Source: an optimization exercise on an open RTL-to-GDS flow (aim: small area, a short achievable clock period and few clock cycles per item). Production flows keep margins and buffers that such runs may drop.
RTL that was checked went through simulation tests only; none was proved equivalent to the original.

## qr_cordic_top
module qr_cordic_top #(
   parameter int data_w = 13
) (
   input  logic                clk,
   input  logic                rst_n,
   input  logic                valid,
   input  logic [4*data_w-1:0] in,
   output logic                out_valid,
   output logic [4*data_w-1:0] out
);
export LEC_CHECK = 0
export ABC_AREA = 1
export CAP_MARGIN = 30
export CORE_MARGIN = 2
export CORE_UTILIZATION = 30
export CTS_CLUSTER_DIAMETER = 100
export CTS_CLUSTER_SIZE = 24
export SLEW_MARGIN = 30
create_clock -name core_clock -period 12.5 [get_ports {clk}]
standard.sh (not shown) runs the stock make flow with config.mk's settings and CLKGATE_MAP_FILE= SYNTH_SCRIPT=/design/flow/synth_recipe.tcl, a recipe that flattens the netlist after the stock synthesis.
==> flow/flow/run.sh <==
#!/bin/bash
# Standard layout (the standard.sh, standard synthesis unchanged) with two
# changes to how it is made: timing repair is asked to leave a setup margin,
# so that the layout is pushed below the design's clock period, and the
# buffer on every input and output port is a plain buffer rather than the
# delay cell the resizer picks by default. Each step's output goes to its own
# log file here.
set -euo pipefail
ARGS=("SETUP_SLACK_MARGIN=8.9" "BUFFER_PORTS_ARGS=-buffer_cell sky130_fd_sc_hd__buf_4")
for step in synth floorplan place cts finish; do
  bash standard.sh "${ARGS[@]}" $step > log_$step.txt 2>&1
done
The first run ran to the end with no violations.
Testbench counts at the start, summed over its fixed seeds: cycles 9,216, matrices 96.
Next try:
--- a/flow/flow/run.sh
+++ b/flow/flow/run.sh
@@ -7,5 +7,5 @@
 # log file here.
 set -euo pipefail
-ARGS=("SETUP_SLACK_MARGIN=8.9" "BUFFER_PORTS_ARGS=-buffer_cell sky130_fd_sc_hd__buf_4")
+ARGS=("SETUP_SLACK_MARGIN=8.6" "BUFFER_PORTS_ARGS=-buffer_cell sky130_fd_sc_hd__buf_4")
 for step in synth floorplan place cts finish; do
   bash standard.sh "${ARGS[@]}" $step > log_$step.txt 2>&1
ABC_AREA = not set   (was 1)
Effect: Count of clock-buffer cells in the layout fell by 1; utilization rose by 0.13 points; final cell count fell by about 20%; global-route usage fell by 2.0 points; critical path depth does not change; hold slack got worse by 0.0066 ns; die area fell by 3.8%; cell area fell by 3.5%.
Next try:
--- a/flow/flow/run.sh
+++ b/flow/flow/run.sh
@@ -7,5 +7,5 @@
 # log file here.
 set -euo pipefail
-ARGS=("SETUP_SLACK_MARGIN=8.6" "BUFFER_PORTS_ARGS=-buffer_cell sky130_fd_sc_hd__buf_4")
+ARGS=("SETUP_SLACK_MARGIN=8.9" "BUFFER_PORTS_ARGS=-buffer_cell sky130_fd_sc_hd__buf_4")
 for step in synth floorplan place cts finish; do
   bash standard.sh "${ARGS[@]}" $step > log_$step.txt 2>&1
Effect: The new run finished clean; routed wire length went up slightly; sequential cell count does not change; area after synthesis is unchanged; first-iteration DRC count is about the same; worst setup slack gains 0.0073 ns; cell area went up slightly; sequential share of layout area went down by 0.77 points.

========
## exp/indigo
Another version of the RTL of qr_cordic_top (not shown whole).
Size in the first run: ~5,100 cells after synthesis, ~900 flip-flops, ~110 I/O pins, roughly 51,000 sq um of cells after synthesis.
clock: 12.5 ns
lec_check: 0
cap_margin: 30
core_margin: 2
core_utilization: 30
slew_margin: 30
==> flow/flow/run.sh <==
#!/bin/bash
# Standard layout (the standard.sh, standard synthesis unchanged) with two
# changes to how it is made: timing repair is asked to leave a setup margin,
# so that the layout is pushed below the design's clock period, and the
# buffer on every input and output port is a plain buffer rather than the
# delay cell the resizer picks by default. Each step's output goes to its own
# log file here.
set -euo pipefail
ARGS=("SETUP_SLACK_MARGIN=8.8" "BUFFER_PORTS_ARGS=-buffer_cell sky130_fd_sc_hd__buf_4")
for step in synth floorplan place cts finish; do
  bash standard.sh "${ARGS[@]}" $step > log_$step.txt 2>&1
done
exp/indigo went all the way through the flow, and no timing, DRC or antenna check failed.
The inputs of exp/umber differ from those of exp/indigo as listed below.
-- flow/flow/run.sh --
<<< exp/indigo, line 9
ARGS=("SETUP_SLACK_MARGIN=8.8" "BUFFER_PORTS_ARGS=-buffer_cell sky130_fd_sc_hd__buf_4")
>>> exp/umber, line 9
ARGS=("SETUP_SLACK_MARGIN=8.6" "BUFFER_PORTS_ARGS=-buffer_cell sky130_fd_sc_hd__buf_4")
==> comparison <==
Looking at pre-CTS setup slack, exp/umber sits 0.55 ns above exp/indigo. Delta (exp/umber minus exp/indigo): sequential share of layout area up 0.85 points.
Function was not checked in any run of this note: the RTL went through the layout flow alone.

-- re-timing with driven ports --
Ports are ideal in the flow. The routed layouts listed here were re-timed in OpenROAD.
Step 1 assumes that a clkbuf_16 drives the clock port and a buf_2 every other input.
Step 2 also shifts input and output timing later by t, the mid clock arrival at the registers, as if the neighbouring blocks saw the same clock.
Slacks: no drivers / after step 1 / after step 2; pairs: no drivers / after step 1.
| run | t (ns) | setup slack, ns | hold slack, ns | worst setup path at the end | pins driven straight from the clock port |
|---|---|---|---|---|---|
| the first run of note 1 | 0.740 | 8.725 / 8.648 / 8.634 | 0.331 / 0.331 / 0.331 | input to register | 1 |
| the second run of note 1 | 0.744 | 8.617 / 8.539 / 8.415 | 0.325 / 0.325 / 0.325 | input to register | 1 |
| the third run of note 1 | 0.762 | 8.624 / 8.544 / 8.584 | 0.322 / 0.322 / 0.322 | input to register | 1 |
| exp/indigo | 0.794 | 8.599 / 8.522 / 8.500 | 0.323 / 0.323 / 0.323 | input to register | 1 |
| exp/umber | 0.773 | 8.625 / 8.542 / 8.497 | 0.321 / 0.321 / 0.321 | input to register | 1 |
After both steps every run listed still meets setup and hold. The setup slack of the second run of note 1, which loses most, moves by -0.078 ns with the drivers and by -0.202 ns with both steps.
